This design comes from an exercise in tuning for small area and a short achievable clock period on the open sky130 flow, not from production work. No functional check of the RTL was part of this run. Power and IR drop assume default switching activity.

==> design.v <==
`timescale 1ns/1ns
package mipsPkg;
    localparam int dataWidth    = 32;
    localparam int regAddrWidth = 5;
    localparam int aluOpWidth   = 5;
    localparam int opcodeWidth  = 6;
    localparam int functWidth   = 6;
    localparam int immWidth     = 16;
    localparam int regCount     = 1 << regAddrWidth;
    localparam logic [aluOpWidth-1:0] aluAdd = 5'd0;
    localparam logic [aluOpWidth-1:0] aluSub = 5'd1;
    localparam logic [aluOpWidth-1:0] aluAnd = 5'd2;
    localparam logic [aluOpWidth-1:0] aluOr  = 5'd3;
    localparam logic [aluOpWidth-1:0] aluXor = 5'd4;
    localparam logic [aluOpWidth-1:0] aluNor = 5'd5;
    localparam logic [aluOpWidth-1:0] aluSlt = 5'd6;
    localparam logic [aluOpWidth-1:0] aluSll = 5'd7;
    localparam logic [aluOpWidth-1:0] aluSrl = 5'd8;
    localparam logic [aluOpWidth-1:0] aluLui = 5'd9;
    localparam logic [opcodeWidth-1:0] opRType = 6'h00;
    localparam logic [opcodeWidth-1:0] opBeq   = 6'h04;
    localparam logic [opcodeWidth-1:0] opBne   = 6'h05;
    localparam logic [opcodeWidth-1:0] opAddi  = 6'h08;
    localparam logic [opcodeWidth-1:0] opSlti  = 6'h0a;
    localparam logic [opcodeWidth-1:0] opAndi  = 6'h0c;
    localparam logic [opcodeWidth-1:0] opOri   = 6'h0d;
    localparam logic [opcodeWidth-1:0] opLui   = 6'h0f;
    localparam logic [opcodeWidth-1:0] opLb    = 6'h20;
    localparam logic [opcodeWidth-1:0] opLw    = 6'h23;
    localparam logic [opcodeWidth-1:0] opSb    = 6'h28;
    localparam logic [opcodeWidth-1:0] opSw    = 6'h2b;
    localparam logic [functWidth-1:0] fnSll = 6'h00;
    localparam logic [functWidth-1:0] fnSrl = 6'h02;
    localparam logic [functWidth-1:0] fnAdd = 6'h20;
    localparam logic [functWidth-1:0] fnSub = 6'h22;
    localparam logic [functWidth-1:0] fnAnd = 6'h24;
    localparam logic [functWidth-1:0] fnOr  = 6'h25;
    localparam logic [functWidth-1:0] fnXor = 6'h26;
    localparam logic [functWidth-1:0] fnNor = 6'h27;
    localparam logic [functWidth-1:0] fnSlt = 6'h2a;
    localparam logic [1:0] memToRegAlu = 2'b01;
    localparam logic [1:0] memToRegMem = 2'b10;
    localparam logic [1:0] byteSelByte = 2'b01;
    localparam logic [1:0] byteSelWord = 2'b11;
    localparam logic [1:0] regDstRt    = 2'b01;
    localparam logic [1:0] regDstRd    = 2'b10;
    typedef union packed {
        struct packed {
            logic [opcodeWidth-1:0]  opcode;
            logic [regAddrWidth-1:0] rs;
            logic [regAddrWidth-1:0] rt;
            logic [regAddrWidth-1:0] rd;
            logic [regAddrWidth-1:0] shamt;
            logic [functWidth-1:0]   funct;
        } rType;
        struct packed {
            logic [opcodeWidth-1:0]  opcode;
            logic [regAddrWidth-1:0] rs;
            logic [regAddrWidth-1:0] rt;
            logic [immWidth-1:0]     imm;
        } iType;
    } instrWord;
endpackage
`timescale 1ns/1ns
import mipsPkg::*;
module controlDecoder (
    input  mipsPkg::instrWord  instruction,
    output logic               regWrite,
    output logic               memRead,
    output logic               memWrite,
    output logic               branch,
    output logic               isRType,
    output logic               useImm,       
    output logic               signExtend,   
    output logic               invertB,      
    output logic               selSum,       
    output logic               selAnd,
    output logic               selOr,
    output logic               selXor,
    output logic               selNor,
    output logic               selLui,
    output logic               selShift,
    output logic               selSlt,
    output logic               shiftRight
);
    logic [opcodeWidth-1:0] op;
    logic [functWidth-1:0]  fn;
    logic rAdd, rSub, rAnd, rOr, rXor, rNor, rSlt, rSll, rSrl;
    logic iAddi, iSlti, iAndi, iOri, iLui, iLb, iLw, iSb, iSw, iBeq, iBne;
    assign op = instruction.rType.opcode;
    assign fn = instruction.rType.funct;
    assign isRType = (op == opRType);
    assign rAdd  = isRType && (fn == fnAdd);
    assign rSub  = isRType && (fn == fnSub);
    assign rAnd  = isRType && (fn == fnAnd);
    assign rOr   = isRType && (fn == fnOr);
    assign rXor  = isRType && (fn == fnXor);
    assign rNor  = isRType && (fn == fnNor);
    assign rSlt  = isRType && (fn == fnSlt);
    assign rSll  = isRType && (fn == fnSll);
    assign rSrl  = isRType && (fn == fnSrl);
    assign iAddi = (op == opAddi);
    assign iSlti = (op == opSlti);
    assign iAndi = (op == opAndi);
    assign iOri  = (op == opOri);
    assign iLui  = (op == opLui);
    assign iLb   = (op == opLb);
    assign iLw   = (op == opLw);
    assign iSb   = (op == opSb);
    assign iSw   = (op == opSw);
    assign iBeq  = (op == opBeq);
    assign iBne  = (op == opBne);
    assign regWrite   = rAdd | rSub | rAnd | rOr | rXor | rNor | rSlt | rSll | rSrl |
                        iAddi | iSlti | iAndi | iOri | iLui | iLb | iLw;
    assign memRead    = iLb | iLw;
    assign memWrite   = iSb | iSw;
    assign branch     = iBeq | iBne;
    assign useImm     = !isRType;
    assign signExtend = !(iAndi | iOri);
    assign invertB    = rSub | rSlt | iSlti;
    assign selSum     = rAdd | rSub | iAddi | iLb | iLw | iSb | iSw;
    assign selAnd     = rAnd | iAndi;
    assign selOr      = rOr | iOri;
    assign selXor     = rXor;
    assign selNor     = rNor;
    assign selLui     = iLui;
    assign selShift   = rSll | rSrl;
    assign selSlt     = rSlt | iSlti;
    assign shiftRight = rSrl;
endmodule
`timescale 1ns/1ns
import mipsPkg::*;
module registerFile (
    input  logic                              Clock,
    input  logic                              arstN,
    input  logic                              writeEnable,
    input  logic [mipsPkg::regAddrWidth-1:0]  readAddr1,
    input  logic [mipsPkg::regAddrWidth-1:0]  readAddr2,
    input  logic [mipsPkg::regAddrWidth-1:0]  writeAddr,
    input  logic [mipsPkg::dataWidth-1:0]     writeData,
    output logic [mipsPkg::dataWidth-1:0]     readData1,
    output logic [mipsPkg::dataWidth-1:0]     readData2
);
    logic [regCount-1:1][dataWidth-1:0] regs;
    logic [regCount-1:1]                valid;
    logic [regCount-1:1]                writeSel, readSel1, readSel2;
    logic [dataWidth-1:0]               stored1, stored2;
    logic                               writeLive, bypass1, bypass2;
    assign writeLive = writeEnable && (writeAddr != '0);
    assign bypass1   = writeLive && (writeAddr == readAddr1);
    assign bypass2   = writeLive && (writeAddr == readAddr2);
    always_comb begin
        for (int i = 1; i < regCount; i++) begin
            writeSel[i] = writeLive && (writeAddr == i);
            readSel1[i] = valid[i] && (readAddr1 == i);
            readSel2[i] = valid[i] && (readAddr2 == i);
        end
    end
    always_ff @(posedge Clock) begin
        for (int i = 1; i < regCount; i++) begin
            if (writeSel[i]) regs[i] <= writeData;
        end
    end
    always_ff @(posedge Clock or negedge arstN) begin
        if (!arstN) begin
            valid <= '0;
        end else begin
            valid <= valid | writeSel;
        end
    end
    logic [regCount-1:0]                readSelPad1, readSelPad2;
    logic [regCount-1:0][dataWidth-1:0] regsPad;
    logic [10:0][dataWidth-1:0]         group1, group2;
    assign readSelPad1 = {readSel1, 1'b0};
    assign readSelPad2 = {readSel2, 1'b0};
    assign regsPad     = {regs, {dataWidth{1'b0}}};
    for (genvar g = 0; g < 10; g++) begin : gGroup
        for (genvar b = 0; b < dataWidth; b++) begin : gBit
            aoi222 port1 (
                .a1(readSelPad1[3*g+1]), .a2(regsPad[3*g+1][b]),
                .b1(readSelPad1[3*g+2]), .b2(regsPad[3*g+2][b]),
                .c1(readSelPad1[3*g+3]), .c2(regsPad[3*g+3][b]), .y(group1[g][b])
            );
            aoi222 port2 (
                .a1(readSelPad2[3*g+1]), .a2(regsPad[3*g+1][b]),
                .b1(readSelPad2[3*g+2]), .b2(regsPad[3*g+2][b]),
                .c1(readSelPad2[3*g+3]), .c2(regsPad[3*g+3][b]), .y(group2[g][b])
            );
        end
    end
    assign group1[10] = ~({dataWidth{readSel1[31]}} & regs[31]);
    assign group2[10] = ~({dataWidth{readSel2[31]}} & regs[31]);
    always_comb begin
        stored1 = '1;
        stored2 = '1;
        for (int g = 0; g < 11; g++) begin
            stored1 = stored1 & group1[g];
            stored2 = stored2 & group2[g];
        end
        stored1 = ~stored1;
        stored2 = ~stored2;
    end
    assign readData1 = bypass1 ? writeData : stored1;
    assign readData2 = bypass2 ? writeData : stored2;
endmodule
module aoi222 (
    input  logic a1, a2, b1, b2, c1, c2,
    output logic y
);
    assign y = !((a1 & a2) | (b1 & b2) | (c1 & c2));
endmodule
`timescale 1ns/1ns
import mipsPkg::*;
module idExRegister #(
    parameter int ctrlWidth = 4,
    parameter int dataBits  = 1
) (
    input  logic                  Clock,
    input  logic                  arstN,
    input  logic                  flush,
    input  logic                  stall,
    input  logic [ctrlWidth-1:0]  ctrlIn,
    input  logic [dataBits-1:0]   dataIn,
    output logic [ctrlWidth-1:0]  ctrlOut,
    output logic [dataBits-1:0]   dataOut
);
    always_ff @(posedge Clock or negedge arstN) begin
        if (!arstN) begin
            ctrlOut <= '0;
        end else if (flush) begin
            ctrlOut <= '0;
        end else if (!stall) begin
            ctrlOut <= ctrlIn;
        end
    end
    always_ff @(posedge Clock) begin
        if (!stall) begin
            dataOut <= dataIn;
        end
    end
endmodule
module prefixAdder #(
    parameter int width = 16
) (
    input  logic [width-1:0]  a,
    input  logic [width-1:0]  b,
    input  logic              carryIn,
    output logic [width-1:0]  sum,
    output logic              carryOut
);
    logic [width-1:0] p, gen, prop;
    always_comb begin
        p    = a ^ b;
        gen  = a & b;
        gen[0] = gen[0] | (p[0] & carryIn);
        prop = p;
        for (int d = 1; d < width; d = d * 2) begin
            for (int i = width - 1; i >= d; i--) begin
                gen[i]  = gen[i] | (prop[i] & gen[i-d]);
                prop[i] = prop[i] & prop[i-d];
            end
        end
        sum      = p ^ {gen[width-2:0], carryIn};
        carryOut = gen[width-1];
    end
endmodule
module sparseAdder #(
    parameter int width = 30
) (
    input  logic [width-1:0]  a,
    input  logic [width-1:0]  b,
    input  logic              carryIn,
    output logic [width-1:0]  sum
);
    logic [width-1:0] p, gen, prop;
    localparam int top = 1 << ($clog2(width) - 1);
    always_comb begin
        p    = a ^ b;
        gen  = a & b;
        gen[0] = gen[0] | (p[0] & carryIn);
        prop = p;
        for (int d = 1; d < width; d = d * 2) begin
            for (int i = 2 * d - 1; i < width; i += 2 * d) begin
                gen[i]  = gen[i] | (prop[i] & gen[i-d]);
                prop[i] = prop[i] & prop[i-d];
            end
        end
        for (int d = top; d >= 1; d = d / 2) begin
            for (int i = 3 * d - 1; i < width; i += 2 * d) begin
                gen[i]  = gen[i] | (prop[i] & gen[i-d]);
                prop[i] = prop[i] & prop[i-d];
            end
        end
        sum = p ^ {gen[width-2:0], carryIn};
    end
endmodule
`timescale 1ns/1ns
import mipsPkg::*;
module executeUnit #(
    parameter int loWidth = 16
) (
    input  mipsPkg::instrWord                     instruction,
    input  logic [mipsPkg::dataWidth-1:0]         pc,
    input  logic [mipsPkg::dataWidth-1:0]         readData1,
    input  logic [mipsPkg::dataWidth-1:0]         readData2,
    input  logic                                  useImm,
    input  logic                                  signExtend,
    input  logic                                  invertB,
    input  logic                                  selSum,
    input  logic                                  selAnd,
    input  logic                                  selOr,
    input  logic                                  selXor,
    input  logic                                  selNor,
    input  logic                                  selLui,
    input  logic                                  selShift,
    input  logic                                  selSlt,
    input  logic                                  shiftRight,
    input  logic                                  branch,
    input  logic                                  storeOp,
    input  logic [mipsPkg::regAddrWidth-1:0]      dest,
    output logic [mipsPkg::dataWidth-1:0]         result,      
    output logic [mipsPkg::dataWidth-1:loWidth]   addHigh,     
    output logic                                  carryMid,    
    output logic [mipsPkg::dataWidth-1:0]         storeWord,   
    output logic                                  branchTaken
);
    logic [dataWidth-1:0]    immExt, opB, opY, shifted, target;
    logic [loWidth-1:0]      sumLo;
    logic                    carryLo, useAdder;
    logic [dataWidth-1:0]    rotated, shiftMask;
    logic [4:0]              shiftAmount, rotateAmount;
    assign immExt = {{(dataWidth-immWidth){signExtend & instruction.iType.imm[immWidth-1]}},
                     instruction.iType.imm};
    assign opB    = useImm ? immExt : readData2;
    assign opY    = opB ^ {dataWidth{invertB}};
    prefixAdder #(.width(loWidth)) adderLo (
        .a(readData1[loWidth-1:0]), .b(opY[loWidth-1:0]), .carryIn(invertB),
        .sum(sumLo), .carryOut(carryLo)
    );
    assign shiftAmount = instruction.rType.shamt;
    assign rotateAmount = shiftRight ? (5'd0 - shiftAmount) : shiftAmount;
    always_comb begin
        rotated = readData2;
        for (int k = 0; k < 5; k++) begin
            if (rotateAmount[k]) rotated = (rotated << (1 << k)) | (rotated >> (dataWidth - (1 << k)));
        end
        shiftMask = shiftRight ? ({dataWidth{1'b1}} >> shiftAmount) : ({dataWidth{1'b1}} << shiftAmount);
    end
    assign shifted = rotated & shiftMask;
    sparseAdder #(.width(dataWidth-2)) targetAdder (
        .a(pc[dataWidth-1:2]), .b(immExt[dataWidth-3:0]), .carryIn(1'b1),
        .sum(target[dataWidth-1:2])
    );
    assign target[1:0] = pc[1:0];
    assign useAdder = selSum | selSlt;
    assign result = ({dataWidth{useAdder}} & {readData1[dataWidth-1:loWidth], {loWidth{1'b0}}}) |
                    ({dataWidth{selSum}}   & {{(dataWidth-loWidth){1'b0}}, sumLo}) |
                    ({dataWidth{selAnd}}   & (readData1 & opB)) |
                    ({dataWidth{selOr}}    & (readData1 | opB)) |
                    ({dataWidth{selXor}}   & (readData1 ^ opB)) |
                    ({dataWidth{selNor}}   & ~(readData1 | opB)) |
                    ({dataWidth{selLui}}   & {instruction.iType.imm, {(dataWidth-immWidth){1'b0}}}) |
                    ({dataWidth{selShift}} & shifted) |
                    ({dataWidth{branch}}   & target);
    assign addHigh  = {(dataWidth-loWidth){useAdder}} & opY[dataWidth-1:loWidth];
    assign carryMid = useAdder & carryLo;
    assign storeWord = {readData2[dataWidth-1:regAddrWidth],
                        storeOp ? readData2[regAddrWidth-1:0] : dest};
    assign branchTaken = branch && ((readData1 == readData2) ^ instruction.iType.opcode[0]);
endmodule
`timescale 1ns/1ns
import mipsPkg::*;
module decodeExecute (
    input  logic                                  Clock,
    input  logic                                  arstN,
    input  mipsPkg::instrWord                     instruction,
    input  logic [mipsPkg::dataWidth-1:0]         pc,
    input  logic                                  flush,
    input  logic                                  stall,
    input  logic                                  wbWrite,
    input  logic [mipsPkg::regAddrWidth-1:0]      wbAddr,
    input  logic [mipsPkg::dataWidth-1:0]         wbData,
    output logic [mipsPkg::dataWidth-1:0]         aluResult,
    output logic [mipsPkg::dataWidth-1:0]         storeData,
    output logic [mipsPkg::dataWidth-1:0]         branchTarget,
    output logic [mipsPkg::regAddrWidth-1:0]      destReg,
    output logic [1:0]                            memToReg,
    output logic [1:0]                            byteSel,
    output logic                                  branchTaken,
    output logic                                  regWrite,
    output logic                                  memWrite,
    output logic                                  memRead
);
    localparam int loWidth  = 16;
    localparam int hiWidth  = dataWidth - loWidth;
    localparam int dataBits = 2*dataWidth + hiWidth + 3;
    logic                 dRegWrite, dMemRead, dMemWrite, dBranch, dIsRType, dUseImm;
    logic                 dSignExtend, dInvertB, dSelSum, dSelAnd, dSelOr, dSelXor, dSelNor;
    logic                 dSelLui, dSelShift, dSelSlt, dShiftRight, dCarryMid, dBranchTaken;
    logic [dataWidth-1:0] dRead1, dRead2, dResult, dStoreWord;
    logic [hiWidth-1:0]   dAddHigh;
    logic [regAddrWidth-1:0] dDest;
    logic                 eCarryMid, eSelSlt, eOp0, eCarryOut, eLessThan;
    logic [dataWidth-1:0] eResult;
    logic [hiWidth-1:0]   eAddHigh, eSumHigh;
    controlDecoder decoder (
        .instruction(instruction), .regWrite(dRegWrite), .memRead(dMemRead),
        .memWrite(dMemWrite), .branch(dBranch), .isRType(dIsRType), .useImm(dUseImm),
        .signExtend(dSignExtend), .invertB(dInvertB), .selSum(dSelSum), .selAnd(dSelAnd),
        .selOr(dSelOr), .selXor(dSelXor), .selNor(dSelNor), .selLui(dSelLui),
        .selShift(dSelShift), .selSlt(dSelSlt), .shiftRight(dShiftRight)
    );
    registerFile regFile (
        .Clock(Clock), .arstN(arstN), .writeEnable(wbWrite),
        .readAddr1(instruction.rType.rs), .readAddr2(instruction.rType.rt),
        .writeAddr(wbAddr), .writeData(wbData), .readData1(dRead1), .readData2(dRead2)
    );
    assign dDest = dIsRType ? instruction.rType.rd : instruction.rType.rt;
    executeUnit #(.loWidth(loWidth)) execute (
        .instruction(instruction), .pc(pc), .readData1(dRead1), .readData2(dRead2),
        .useImm(dUseImm), .signExtend(dSignExtend), .invertB(dInvertB), .selSum(dSelSum),
        .selAnd(dSelAnd), .selOr(dSelOr), .selXor(dSelXor), .selNor(dSelNor),
        .selLui(dSelLui), .selShift(dSelShift), .selSlt(dSelSlt), .shiftRight(dShiftRight),
        .branch(dBranch), .storeOp(dMemWrite), .dest(dDest), .result(dResult),
        .addHigh(dAddHigh), .carryMid(dCarryMid), .storeWord(dStoreWord),
        .branchTaken(dBranchTaken)
    );
    idExRegister #(.ctrlWidth(4), .dataBits(dataBits)) stageReg (
        .Clock(Clock), .arstN(arstN), .flush(flush), .stall(stall),
        .ctrlIn({dRegWrite, dMemRead, dMemWrite, dBranchTaken}),
        .dataIn({dResult, dAddHigh, dCarryMid, dStoreWord, dSelSlt,
                 instruction.iType.opcode[0]}),
        .ctrlOut({regWrite, memRead, memWrite, branchTaken}),
        .dataOut({eResult, eAddHigh, eCarryMid, storeData, eSelSlt, eOp0})
    );
    prefixAdder #(.width(hiWidth)) adderHi (
        .a(eResult[dataWidth-1:loWidth]), .b(eAddHigh), .carryIn(eCarryMid),
        .sum(eSumHigh), .carryOut(eCarryOut)
    );
    assign eLessThan = eResult[dataWidth-1] ^ eAddHigh[hiWidth-1] ^ eCarryOut;
    assign aluResult = {eSumHigh & {hiWidth{!eSelSlt}}, eResult[loWidth-1:1],
                        eResult[0] | (eSelSlt & eLessThan)};
    assign branchTarget = eResult;
    assign destReg      = storeData[regAddrWidth-1:0];
    assign byteSel      = {eOp0, 1'b1};
    assign memToReg     = {memRead, !memRead};
endmodule
==> run.sh <==
#!/bin/bash
# synth_recipe.tcl (not shown) runs the flow's synth.tcl, then flattens the netlist and writes it again
# the make line also repeats each setting of config.mk as NAME=value (left out here)
make -C /OpenROAD-flow-scripts/flow DESIGN_CONFIG=/design/flow/config.mk WORK_HOME=/design/flow/orfs CLKGATE_MAP_FILE= SYNTH_SCRIPT=/design/flow/synth_recipe.tcl finish
==> config.mk <==
export PLATFORM = sky130hd
export DESIGN_NAME = decodeExecute
export DESIGN_NICKNAME = decodeExecute
export VERILOG_FILES = /design/flow/design.v
export SDC_FILE = /design/flow/constraint.sdc
export NUM_CORES = 4
export LEC_CHECK = 0
export CAP_MARGIN = 20
export CORE_MARGIN = 2
export CORE_UTILIZATION = 40
export SETUP_SLACK_MARGIN = 3
export SLEW_MARGIN = 20
export SYNTH_HIERARCHICAL = 1
==> constraint.sdc <==
create_clock -name core_clock -period 7.0 [get_ports {Clock}]
set_input_delay 1.4000 -clock core_clock [delete_from_list [all_inputs] [get_ports {Clock}]]
set_output_delay 1.4000 -clock core_clock [all_outputs]
set_load 0.01 [all_outputs]
==> notes.md <==
Worst-margin pin slew: 1.21 ns
Slew Limit Headroom: 0.193
R2R setup slack: 2.09 ns
Final Cycle Share: 0.796
Vias in the first global route: 41500
DRT iter0 DRCs: 10100
EDFF count, synth: 1075
Detail Placement HPWL: 143 mm
First-pass GRT wire length: 300 mm
Crit path required time: 7.44 ns
GRT Total Usage: 0.305
Syn avg cell area: 14.5 um2
Max clock buf depth: 3
VDD IR max: 205 uV
First drt pass iteration count: 13
Nets: 4656
Pins Over Slew Limit: 0
Worst-Skew Late Latency: 0.76 ns
Routed length per instance: 34.3 um
Sink Count: 1110
Clk root buf: clkbuf_16
Synth Register Bits: 1110
Hold WS: 0.509 ns
Global placer's final weighted congestion: 0.977
Width of the chip: 369 um
DRC viols: 0
Fmax: 179 MHz
RSZ-0062 raised after global routing: yes
Crit start category: input port
CP Class: in -> reg
CTS tree: yes
CP Max Fanout: 6
Via count: 43000
WHS Endpoint: regFile.valid[17]
Worst setup EP type: flip-flop
Leakage power: 23.6 nW
DRT antenna net count: 0
Initial antenna violation count: 3
Mapped Area: 53200 um2
Post-synth top flop: edfxtp_1
Num ports: 215
Syn Inst Count: 3672
Worst R2R Path Depth: 20
H-tree levels: 3
Hold WC Path Type: reg -> reg
Power Dens Cells: 244 nW/um2
Layout cells sized above 1: 0.253
Final setup violation count: 0
Area of the core: 132000 um2
Synth top area cells: edfxtp_1 61%, a222oi_1 12%, mux2i_1 3.9%
Fin. Hold Viols: 0
Synth-to-Final Area Change: 26.3%
WL final: 215 mm
Yosys Warn Count: 11
Vias/cell: 6.88
Async set-or-reset flop fraction in the synthesized netlist: 0.0315
Largest net degree at the start of global routing: 48
Post-synth top area share: 0.607
Placed cell areas: 60300 um2
Max Cap Viol: 0
Final-layout fill cell count: 11200
PnR worst setup slack: 1.43 ns
Largest area contributor in the netlist: edfxtp_1
Reg2Reg Launch Point: regFile.valid[10]
Die area: 136000 um2
Layout Utilization: 0.510
Worst min-delay path startpoint: regFile.valid[17]
Data arrival, critical path: 6.01 ns
Initial Util: 0.404
Post-synthesis sequential area ratio: 0.623
Placement Setup Slack: -0.172 ns
Final min period: 5.57 ns
Die Height: 369 um
Core Rows: 133
Global route overflow: 0
Cts bufs inserted: 112
Final Cell Area: 67200 um2
# port buffers: 213
Hold path cells: 1
Setup Skew: 0.0779 ns
RR Endpoint: stageReg.dataOut[63]
Netlist cell types: 83
Run status: complete, no violations
Clock transition at the registers of the reported paths: 0.06 ns
Syn_nets: 3922
-- how the worst max path moves through the flow --
| stage | slack [ns] | start | end |
|---|---|---|---|
| floorplan | 1.48 | instruction[19] | stageReg.dataOut[63] |
| global placement | -0.28 | instruction[17] | stageReg.dataOut[59] |
| detailed placement | -0.17 | instruction[17] | stageReg.dataOut[63] |
| CTS | 1.71 | instruction[16] | stageReg.dataOut[59] |
| global route | 1.38 | instruction[19] | stageReg.dataOut[63] |
| finish | 1.43 | instruction[18] | stageReg.dataOut[63] |
-- registers in the layout, indices dropped and copies added, names as in the netlist --
signal	count
stageReg.dataOut	83
regFile.regs	992
stageReg.ctrlOut	4
regFile.valid	31
-- what timing repair did --
| action | CTS | global route |
|---|---|---|
| setup endpoints to repair | 110 | 67 |
| cloned | 7 | 0 |
| hold buffers | 0 | 0 |
| setup buffers | 134 | 22 |
| gates resized for setup | 433 | 126 |
| pin swaps | 141 | 78 |
-- through the flow --
stage,power (mW),instances,setup TNS [ns]
finish,16.4,6260,0
global route,16.8,6257,0
CTS,16.2,6233,0
detailed placement,9.98,5882,-0.805
global placement,9.96,5882,-1.46
floorplan,8.81,3672,0
-- synthesized netlist by cell type (all sizes together), types with 6 or more instances --
master and count:
o31ai 6, a21o 21, a2111oi 65, xnor2 61, clkbuf 54, ha 124
a221o 8, a31oi 11, or2 33, nand2 190, o21ai 80, a222oi 640
nor3 26, dfrtp 35, or3 8, and2 13, nand4 155, nand3 10
mux2 12, a21oi 78, o2111ai 16, buf 103, fa 20, a221oi 37
inv 163, mux2i 207, nor2b 48, a211oi 12, xor2 57, nor4 13
a22oi 56, nor2 92, nand2b 11, and3 66, edfxtp 1075, o211ai 17
-- power by group --
group,switching [mW],internal (mW),leakage (nW)
sequential,0.111,7.45,10.2
combinational,1.62,1.12,11.7
clock,2.64,3.46,1.78
total,4.36,12.0,23.6
-- cells by family after synthesis --
family,after synthesis,share of synthesized area
buffers and inverters,320,0.0291
AO/OA/AOI/OAI,1082,0.181
flip-flops,1110,0.623
adder cells (fa/ha/maj),144,0.0367
AND/OR/NAND/NOR,676,0.0680
other,2,0.000141
multiplexers,219,0.0415
XOR/XNOR,119,0.0204
-- final cells by class --
cell class | instances | area [um2] | share of cell area
Tap cell | 1755 | 2200 | 0.0327
Sequential cell | 1110 | 33200 | 0.493
Inverter | 163 | 618 | 0.00920
Clock buffer | 142 | 2940 | 0.0437
Timing Repair Buffer | 774 | 6840 | 0.102
Multi-Input combinational cell | 2245 | 20700 | 0.308
Antenna cell | 3 | 7.51 | 0.000112
Clock inverter | 68 | 768 | 0.0114
-- per-module statistics from Yosys, one instance, submodules excluded, a selection --
module	times used	flip-flops and latches
registerFile	1	1023
controlDecoder	1	0
aoi222	640	0
decodeExecute	1	0
-- worst max-delay path, cell delays in order --
cell and delay [ns]:
buf_12 0.12, buf_12 0.15, nor3b_4 0.17, and3_4 0.23
a222oi_1 0.45, nand4_1 0.39, a2111oi_4 0.46, buf_4 0.19
mux2i_4 0.08, mux2i_4 0.19, xnor2_2 0.11, fa_2 0.43
inv_2 0.07, fa_2 0.23, nor2b_4 0.06, o2111ai_4 0.22
nand2_2 0.13, o41ai_4 0.26, xnor2_1 0.12, a22oi_1 0.20
nand2_1 0.09, a221oi_2 0.17, o21ai_1 0.09
-- placed cells by master, fill, tap and decap left out, types with 58 or more instances in the layout --
cell type        netlist  routed
a21oi_1               73      62
a222oi_1             640     640
buf_4                 53     480
buf_6                 14      58
clkbuf_16              0     113
clkdlybuf4s50_1        0     180
edfxtp_1            1075    1075
ha_1                 124     115
inv_1                162     157
mux2i_1              207     164
nand2_1              188     186
nand4_1              154     154
-- per-layer routing --
metal  global-route usage  part of all wire
met3               0.0890              0.13
met2                0.480              0.45
met4                0.124             0.049
met1                0.396              0.37
met5                    0                 0

re-timing with driven ports:
The results above use ideal ports. As a check the final layout listed here was re-extracted and re-timed, cells and wires unchanged. Step 1 (the two cells are an assumption about what drives the block):
set clk [get_ports {Clock}]
set_driving_cell -lib_cell sky130_fd_sc_hd__clkbuf_16 $clk
set_driving_cell -lib_cell sky130_fd_sc_hd__buf_2 [delete_from_list [all_inputs] $clk]
Step 2, shift: input delay + t, output delay - t, t = (earliest + latest rising clock arrival at the registers) / 2. This alone moves slack from input paths to output paths. Three values: ideal, step 1, step 2; two values: the first two.
t, ns: 0.802
setup WS [ns]: 1.426 / 1.453 / 0.650
worst setup path at the end: input to register
latest minus earliest clock arrival (ns): 0.078 / 0.077
worst register clock-pin slew, ns: 0.07 / 0.07
After both steps setup and hold are still met in this run. The setup slack of this run moves by +0.027 ns with the drivers and by -0.776 ns with both steps.
